Source: an optimization exercise on an open RTL-to-GDS flow (aim: small area, a short achievable clock period and few clock cycles). Production flows keep margins and buffers that such runs may drop. At most, simulation tests tie the RTL to the original design; equivalence was not proved. Power is estimated from default activity; no workload was simulated.

== onyx ==
Design soc_top, start of the top module:
module soc_top (
    input  logic             clk,
    input  logic             rst,
    output logic             mem_valid,
    output logic             mem_write,
    output logic             mem_uncached,
    output bus_pkg::addr_t   mem_addr,
    output bus_pkg::strobe_t mem_strobe,
    output bus_pkg::word_t   mem_wdata,
    input  bus_pkg::word_t   mem_rdata,
    input  logic             mem_ready
);
For scale: about 3700 cells after synthesis, roughly 1300 flip-flops, roughly 110 I/O pins, roughly 53000 um2 of cells after synthesis.
clock: 12.0 ns
lec_check: 0
cap_margin: 30
core_margin: 2
core_utilization: 55
slew_margin: 30
tns_end_percent: 10
standard.sh (not shown) runs the stock make flow with config.mk's settings and CLKGATE_MAP_FILE= SYNTH_SCRIPT=/design/flow/synth_recipe.tcl, a recipe that flattens the netlist after the stock synthesis.
==> flow/flow/run.sh <==
#!/bin/bash
# Standard layout (the standard.sh) with timing repair aimed well below
# the 12 ns period. Gate cloning is skipped: it left high-fanout nets that
# failed the slew check after routing. The clock tree uses larger sink
# clusters and no dummy loads: fewer buffers and a shorter insertion delay.
set -o pipefail
bash standard.sh SETUP_SLACK_MARGIN=8.5 SKIP_GATE_CLONING=1 \
  "CTS_ARGS=-sink_clustering_enable -repair_clock_nets -sink_clustering_size 30 -sink_clustering_max_diameter 70 -dont_use_dummy_load" \
  finish > standard_make.log 2>&1
Both conditions hold for onyx: the flow ran to the end and the final layout passed the timing, DRC and antenna checks.
Testbench counts of onyx, summed over its fixed seeds: cycles 244,580.
diff inputs: onyx => sierra
diff --git a/flow/flow/run.sh b/flow/flow/run.sh
--- a/flow/flow/run.sh
+++ b/flow/flow/run.sh
@@ -6,3 +6,3 @@
 set -o pipefail
-bash standard.sh SETUP_SLACK_MARGIN=8.5 SKIP_GATE_CLONING=1 \
+bash standard.sh SETUP_SLACK_MARGIN=8.8 SKIP_GATE_CLONING=1 \
   "CTS_ARGS=-sink_clustering_enable -repair_clock_nets -sink_clustering_size 30 -sink_clustering_max_diameter 70 -dont_use_dummy_load" \
==> comparison <==
- sierra vs onyx — power share of the clock group dropped 0.3 points.
- Summary of sierra over onyx: maximum frequency from static timing analysis increased by 6.6% relative to the old numbers, number of max-slew violations in the final report closely matched the old numbers, count of standard-cell rows closely matched the old numbers, part of the cycle the worst path needs decreased by 2.0 points relative to the old numbers.
--- input diff sierra..quartz ---
Settings: CORE_UTILIZATION: 55 -> 60; TNS_END_PERCENT: 10 -> unset.
Results
Setup slack: quartz less than sierra
Compared with sierra, cell area in quartz increased by a few percent.
quartz against sierra: core box area shows a reduction of about 9%; die area -8.2%; area fraction of clock buffers and clock inverters now sits lower.
quartz reports a higher number of setup buffers added after CTS than sierra does.
Critical path class: flip-flop to primary output -> quartz, flip-flop to flip-flop -> sierra
Diff sierra -> quartz: core utilization increased by 8.8 points relative to the old numbers; power after layout decreased by about 1.3% relative to the old numbers; portion of total power attributed to the clock network decreased by 2.6 points relative to the old numbers; register-to-register slack increased by 90 ps relative to the old numbers.
What violet does differently from quartz at the input level:
Settings: a change of CORE_UTILIZATION from 60 to 55.
diff --git a/flow/flow/run.sh b/flow/flow/run.sh
--- a/flow/flow/run.sh
+++ b/flow/flow/run.sh
@@ -6,3 +6,3 @@
 set -o pipefail
-bash standard.sh SETUP_SLACK_MARGIN=8.8 SKIP_GATE_CLONING=1 \
+bash standard.sh SETUP_SLACK_MARGIN=8.6 SKIP_GATE_CLONING=1 \
   "CTS_ARGS=-sink_clustering_enable -repair_clock_nets -sink_clustering_size 30 -sink_clustering_max_diameter 70 -dont_use_dummy_load" \
Results
- Cell depth of the worst min-delay path sits higher in violet than in quartz.
- Having completed the whole flow, violet delivered a layout that passed the timing, DRC and antenna checks.
- Summary of violet over quartz: final standard cell count with taps included and fillers excluded +about 0.7%, clock transition time at the flip-flop clock pins of the worst setup and hold paths now smaller, cell area went down by 3.1%, power spent charging and discharging nets higher, number of core rows up 5.
- Going from quartz to violet, data-path buffer share of cell area in the final layout lost 1.7 points, post-layout minimum cycle time lost 46 ps, clock buffer count picked up an extra 14.

== oak ==
Another version of the RTL of soc_top (not shown whole).
Size in the first run: roughly 1,300 flip-flops, about 53,000 um^2 of cells after synthesis.
Settings: LEC_CHECK=0, CAP_MARGIN=30, CORE_MARGIN=2, CORE_UTILIZATION=55, SLEW_MARGIN=30; clock period 12.0 ns.
==> flow/flow/run.sh <==
#!/bin/bash
# Standard layout (the standard.sh) with timing repair aimed well below
# the 12 ns period. Gate cloning is skipped: it left high-fanout nets that
# failed the slew check after routing.
set -o pipefail
bash standard.sh SETUP_SLACK_MARGIN=8.5 SKIP_GATE_CLONING=1 finish > standard_make.log 2>&1
oak completed end to end with timing, DRC and antenna clean.
Testbench counts of oak, summed over its fixed seeds: cycles 237,370.
Input changes introduced in pine (baseline for comparison: oak):
==> flow/flow/run.sh <==
#!/bin/bash
# Standard layout (the standard.sh) with timing repair aimed well below
# the 12 ns period. Gate cloning is skipped: it left high-fanout nets that
# failed the slew check after routing. The clock tree uses clkbuf_8 cells
# and no dummy loads.
set -o pipefail
bash standard.sh SETUP_SLACK_MARGIN=8.8 SKIP_GATE_CLONING=1 \
  "CTS_ARGS=-sink_clustering_enable -repair_clock_nets -buf_list sky130_fd_sc_hd__clkbuf_8 -dont_use_dummy_load" \
  finish > standard_make.log 2>&1
[summary]
Compared with oak, pine shows a overall power that is 9.1% lower. Comparing pine and oak, the higher combinational cell fraction of total power is on pine. Lower critical path depth goes to pine over oak. [compare] base=oak new=pine: sequential share of layout area -0.67 points, number of buffers created by CTS +68.

== run A ==
soc_top, a different RTL version from the one above (not shown whole).
Size in the first run: ~1200 flip-flops, ~110 I/O pins.
## soc_top
module soc_top (
    input  logic             clk,
    input  logic             rst,
    output logic             mem_valid,
    output logic             mem_write,
    output logic             mem_uncached,
    output bus_pkg::addr_t   mem_addr,
    output bus_pkg::strobe_t mem_strobe,
    output bus_pkg::word_t   mem_wdata,
    input  bus_pkg::word_t   mem_rdata,
    input  logic             mem_ready
);
Settings: LEC_CHECK=0, CAP_MARGIN=30, CORE_MARGIN=2, CORE_UTILIZATION=55, SLEW_MARGIN=30; clock period 12.0 ns.
==> flow/flow/run.sh <==
#!/bin/bash
# Standard layout (the standard.sh) with timing repair aimed well below
# the 12 ns period. Gate cloning is skipped: it left high-fanout nets that
# failed the slew check after routing. The clock tree uses larger sink
# clusters and no dummy loads: fewer buffers and a shorter insertion delay.
set -o pipefail
bash standard.sh SETUP_SLACK_MARGIN=9.2 SKIP_GATE_CLONING=1 \
  "CTS_ARGS=-sink_clustering_enable -repair_clock_nets -sink_clustering_size 30 -sink_clustering_max_diameter 70 -dont_use_dummy_load" \
  finish > standard_make.log 2>&1
Run A closes out successfully: all stages finished, all timing, DRC and antenna checks passed.
#### Input delta (run B over run A)
==> flow/flow/run.sh <==
#!/bin/bash
# Standard layout (the standard.sh) with timing repair aimed well below
# the 12 ns period. Gate cloning is skipped: it left high-fanout nets that
# failed the slew check after routing. The clock tree uses larger sink
# clusters and no dummy loads: fewer buffers and a shorter insertion delay.
set -o pipefail
bash standard.sh SETUP_SLACK_MARGIN=8.8 SKIP_GATE_CLONING=1 \
  "CTS_ARGS=-sink_clustering_enable -repair_clock_nets -sink_clustering_size 30 -sink_clustering_max_diameter 70 -dont_use_dummy_load" \
  finish > standard_make.log 2>&1
==> comparison <==
Final critical delay including setup and external delays (run B over run A): increase, 390 ps. The lower antenna diode count of run A and run B is in run A. Run B: depth of the CTS H-tree 1 below run A. As far as area of all sequential standard cells is concerned, run B and run A perform about the same. Run B ends up with a global-route wire length before repair that is about 2.7% lower than in run A. Post-route DRC violation count: run A vs run B identical. Of run A and run B, the run reporting the higher count of clock-net buffers in the final layout was run A. On clock distribution area overhead in the final layout, run A and run B are basically level. met2 global-route usage came out lower on run B than on run A. Of run A and run B, the run reporting the lower power was run B.
No run of this note included a check of the RTL's function; only the layout flow was run.

== job 5263 ==
RTL: one of the versions met above, not the one the previous note started from.
Size: roughly 3700 cells after synthesis, ~1300 flip-flops, about 110 I/O pins, about 53000 sq um of cells after synthesis.
==> flow/design.v (excerpt) <==
module soc_top (
    input  logic             clk,
    input  logic             rst,
    output logic             mem_valid,
    output logic             mem_write,
    output logic             mem_uncached,
    output bus_pkg::addr_t   mem_addr,
    output bus_pkg::strobe_t mem_strobe,
    output bus_pkg::word_t   mem_wdata,
    input  bus_pkg::word_t   mem_rdata,
    input  logic             mem_ready
);
    mips_core core (
        .clk, .rst,
        .mem_valid, .mem_write, .mem_uncached, .mem_addr, .mem_strobe, .mem_wdata,
        .mem_rdata, .mem_ready
    );
endmodule
==> flow/config.mk <==
export PLATFORM = sky130hd
export DESIGN_NAME = soc_top
export DESIGN_NICKNAME = soc_top
export VERILOG_FILES = /design/flow/design.v
export SDC_FILE = /design/flow/constraint.sdc
export NUM_CORES = 4
export LEC_CHECK = 0
export CAP_MARGIN = 30
export CORE_MARGIN = 2
export CORE_UTILIZATION = 55
export SLEW_MARGIN = 30
==> flow/constraint.sdc <==
create_clock -name core_clock -period 12.0 [get_ports {clk}]
set_input_delay 2.4000 -clock core_clock [delete_from_list [all_inputs] [get_ports {clk}]]
set_output_delay 2.4000 -clock core_clock [all_outputs]
set_load 0.01 [all_outputs]
==> flow/flow/run.sh <==
#!/bin/bash
# Standard layout (the standard.sh) with timing repair aimed well below
# the 12 ns period. Gate cloning is skipped: it left high-fanout nets that
# failed the slew check after routing. The clock tree uses larger sink
# clusters and no dummy loads: fewer buffers and a shorter insertion delay.
set -o pipefail
bash standard.sh SETUP_SLACK_MARGIN=8.4 SKIP_GATE_CLONING=1 \
  "CTS_ARGS=-sink_clustering_enable -repair_clock_nets -sink_clustering_size 30 -sink_clustering_max_diameter 70 -dont_use_dummy_load" \
  finish > standard_make.log 2>&1
Job 5263 completed every stage of the flow, and the final layout passed the timing, DRC and antenna checks.
Testbench counts of job 5263, summed over its fixed seeds: cycles 244,580.
diff inputs: job 5263 => job 466
Settings: TNS_END_PERCENT: unset -> 50.
-- flow/flow/run.sh --
<<< job 5263, line 6
set -o pipefail
bash standard.sh SETUP_SLACK_MARGIN=8.4 SKIP_GATE_CLONING=1 \
  "CTS_ARGS=-sink_clustering_enable -repair_clock_nets -sink_clustering_size 30 -sink_clustering_max_diameter 70 -dont_use_dummy_load" \
>>> job 466, line 6
set -o pipefail
bash standard.sh SETUP_SLACK_MARGIN=8.6 SKIP_GATE_CLONING=1 \
  "CTS_ARGS=-sink_clustering_enable -repair_clock_nets -sink_clustering_size 30 -sink_clustering_max_diameter 70 -dont_use_dummy_load" \
==> run summary <==
Job 466 ended with more length in cells of the worst reg-to-reg path than job 5263. NOTE routed length on met3 job 5263->job 466 increased by a few percent. Start point of the critical path = core.mem_addr[4]: job 466; start point of the critical path = core.a_q[4]: job 5263. [compare] base=job 5263 new=job 466: post-layout worst setup margin shows an increase of 110 ps; maximum clock rate shows an increase of about 3%.
Input changes introduced in job 9472 (baseline for comparison: job 466):
Settings: removing TNS_END_PERCENT (formerly 50); changing CORE_UTILIZATION from 55 to 50.
## What came out
Of the two values seen for beginning of the critical path, core.mem_addr[4] was produced by job 466 and core.b_q[15] by job 9472. Relative to job 466, the non-clock buffer count measured on job 9472 has increased by a few percent. Taking job 9472 over job 466, the die area ratio works out to 1.10. Job 9472 ends up with lower minimum clock period than job 466 does. Vias: job 9472 more than job 466. Between job 9472 and job 466, cell area after layout is lower for job 466, job 9472 comes in above that. Summary — non-clock buffer area fraction after layout, job 9472 relative to job 466: higher, by 0.20 points.
What job 4754 does differently from job 9472 at the input level:
Settings: SLEW_MARGIN now 20, was 30; CAP_MARGIN now 20, was 30; CORE_UTILIZATION now 55, was 50.
Notes after the runs:
- Measured against each other, job 4754 and job 9472 differ in wire length reported by the detailed router, the higher figure coming from job 9472.
- Share of the clock period used by the worst path delta (job 4754 -> job 9472): insignificant
- Diff job 9472 -> job 4754: post-route total power now sits lower, detailed placement HPWL now sits lower.
- Higher detailed-router iteration count before antenna repair was reported by job 9472, not job 4754.
- Delta(worst slew margin relative to its limit, job 4754 - job 9472) < 0
- Compared with job 9472, job 4754 shows via count of the first global-routing pass that has gone up slightly.
- Compared with job 9472, job 4754 shows a sequential share of layout area that is 0.42 points higher.
- Worst setup slack: job 4754 and job 9472 compared, higher one is job 4754
- Between job 4754 and job 9472, the difference in area occupied by multi-input gates is negligible.
- Cmp job 4754 vs job 9472: global router's overall resource usage higher in job 4754
Setup changes, job 4754 to job 2294
Settings: SLEW_MARGIN changed from 20 to 25; CAP_MARGIN changed from 20 to 25.
==> comparison <==
Logic depth of the worst path, buffers included came out exactly the same in job 2294 and job 4754.
Summary of job 2294 over job 4754: total power shows no meaningful change; switching part of the total shows no meaningful change.
Job 2294 | stages: all done | timing, DRC, antenna: all pass

== green ==
soc_top again, from the RTL that the note above started with.
clock: 12.0 ns
lec_check: 0
cap_margin: 30
core_margin: 2
core_utilization: 55
slew_margin: 30
==> flow/flow/run.sh <==
#!/bin/bash
# Standard layout (the standard.sh) with timing repair aimed well below
# the 12 ns period. Gate cloning is skipped: it left high-fanout nets that
# failed the slew check after routing. The clock tree uses larger sink
# clusters and no dummy loads: fewer buffers and a shorter insertion delay.
set -o pipefail
bash standard.sh SETUP_SLACK_MARGIN=8.7 SKIP_GATE_CLONING=1 \
  "CTS_ARGS=-sink_clustering_enable -repair_clock_nets -sink_clustering_size 30 -sink_clustering_max_diameter 70 -dont_use_dummy_load" \
  finish > standard_make.log 2>&1
The flow did not stop early for green: all stages ran, and the layout cleared the timing, DRC and antenna checks.
Testbench counts of green, summed over its fixed seeds: cycles 244,580.
The following lists how orange was set up differently from green:
diff --git a/flow/flow/run.sh b/flow/flow/run.sh
--- a/flow/flow/run.sh
+++ b/flow/flow/run.sh
@@ -6,3 +6,3 @@
 set -o pipefail
-bash standard.sh SETUP_SLACK_MARGIN=8.7 SKIP_GATE_CLONING=1 \
+bash standard.sh SETUP_SLACK_MARGIN=8.8 SKIP_GATE_CLONING=1 \
   "CTS_ARGS=-sink_clustering_enable -repair_clock_nets -sink_clustering_size 30 -sink_clustering_max_diameter 70 -dont_use_dummy_load" \
| design internal power | orange vs green | about 2.4% higher |
A end point of the critical path of mem_strobe[3] is what green shows, while mem_addr[4] belongs to orange.
Run comparison: green launch point of the critical path core.mem_strobe[3]; orange launch point of the critical path core.mem_addr[4]
Against green, wire length the detailed router placed on met1 in orange rose slightly.
From green to orange the numbers moved as follows: total met2 wirelength after detailed routing rose 2000 µm, initial antenna violation count rose 1.

build 11:
Another version of the RTL of soc_top (not shown whole).
Size in the first run: ~3,600 cells after synthesis, about 110 I/O pins, about 52,000 sq um of cells after synthesis.
==> flow/config.mk <==
export PLATFORM = sky130hd
export DESIGN_NAME = soc_top
export DESIGN_NICKNAME = soc_top
export VERILOG_FILES = /design/flow/design.v
export SDC_FILE = /design/flow/constraint.sdc
export NUM_CORES = 4
export LEC_CHECK = 0
export CAP_MARGIN = 30
export CORE_MARGIN = 2
export CORE_UTILIZATION = 55
export SLEW_MARGIN = 30
==> flow/constraint.sdc <==
create_clock -name core_clock -period 12.0 [get_ports {clk}]
set_input_delay 2.4000 -clock core_clock [delete_from_list [all_inputs] [get_ports {clk}]]
set_output_delay 2.4000 -clock core_clock [all_outputs]
set_load 0.01 [all_outputs]
==> flow/flow/run.sh <==
#!/bin/bash
# Standard layout (the standard.sh) with timing repair aimed well below
# the 12 ns period. Gate cloning is skipped: it left high-fanout nets that
# failed the slew check after routing (now kept). The clock tree uses larger sink
# clusters and no dummy loads: fewer buffers and a shorter insertion delay.
set -o pipefail
bash standard.sh SETUP_SLACK_MARGIN=8.8 \
  "CTS_ARGS=-sink_clustering_enable -repair_clock_nets -sink_clustering_size 30 -sink_clustering_max_diameter 70 -dont_use_dummy_load" \
  finish > standard_make.log 2>&1
No stage failed in build 11, and the final checks on the layout all came back clean.
Relative to build 11, the following input files were edited for trial 59:
--- a/flow/flow/run.sh
+++ b/flow/flow/run.sh
@@ -4 +4 @@
-# failed the slew check after routing (now kept). The clock tree uses larger sink
+# failed the slew check after routing. The clock tree uses larger sink
@@ -7 +7 @@
-bash standard.sh SETUP_SLACK_MARGIN=8.8 \
+bash standard.sh SETUP_SLACK_MARGIN=8.8 SKIP_GATE_CLONING=1 \
==> run summary <==
Signed area change from the synthesized netlist to the final layout up 1.9 points in trial 59 wrt build 11. On core utilization: trial 59 sits above build 11. Summary of trial 59 over build 11: fraction of standard cell area in multi-input logic now smaller, part of the total power dissipated in combinational logic now larger, cell count now larger, cell count along the critical path now smaller. met2 routed wirelength in trial 59 is 2.4% above build 11. Diff build 11 -> trial 59: number of setup violations in the final report saw little to no change; power up 0.56%; footprint of the flip-flops and latches ~0 delta; sequential power neither gained nor lost much.
No run of this note included a check of the RTL's function; only the layout flow was run.

==> separate check: timing with driven ports <==
In the flow no input, the clock included, has a driving cell. The finished layouts below were timed again as built, in two steps.
Step 1, drivers: a clkbuf_16 drives clk and a buf_2 each remaining input, both assumed.
Step 2 times the ports against the registers' clock, not the clock port: input delays grow and output delays shrink by t, the midpoint of the rising clock arrivals with the driver on.
Three values: ideal, step 1, step 2; two values: the first two.
run	t, ns	slack for setup (ns)	worst register clock-pin slew, ns	worst slew at a driven data input, ns
onyx	0.723	8.198 / 8.124 / 7.669	0.11 / 0.11	0.06
sierra	0.724	8.434 / 8.367 / 7.822	0.11 / 0.11	0.06
quartz	0.722	8.391 / 8.318 / 7.847	0.11 / 0.11	0.15
violet	0.735	8.437 / 8.367 / 7.825	0.11 / 0.11	0.14
oak	0.806	7.815 / 7.815 / 7.507	0.07 / 0.07	0.04
pine	0.911	7.964 / 7.964 / 7.859	0.06 / 0.06	0.06
run A	0.704	7.977 / 7.977 / 7.849	0.11 / 0.11	0.15
run B	0.772	7.586 / 7.586 / 7.586	0.11 / 0.11	0.08
job 5263	0.721	8.310 / 8.310 / 7.734	0.11 / 0.11	0.12
job 466	0.732	8.423 / 8.351 / 7.856	0.11 / 0.11	0.06
job 9472	0.726	8.429 / 8.362 / 7.838	0.11 / 0.11	0.17
job 4754	0.738	8.439 / 8.371 / 7.850	0.11 / 0.11	0.15
job 2294	0.739	8.438 / 8.370 / 7.840	0.11 / 0.11	0.16
green	0.772	8.355 / 8.281 / 7.878	0.12 / 0.12	0.08
orange	0.713	8.443 / 8.367 / 7.821	0.11 / 0.11	0.09
build 11	0.778	7.916 / 7.916 / 7.860	0.11 / 0.11	0.18
trial 59	0.782	7.991 / 7.991 / 7.793	0.12 / 0.12	0.15
After both steps setup and hold are still met in every run listed. The setup slack of orange, which loses most, moves by -0.076 ns with the drivers and by -0.622 ns with both steps.
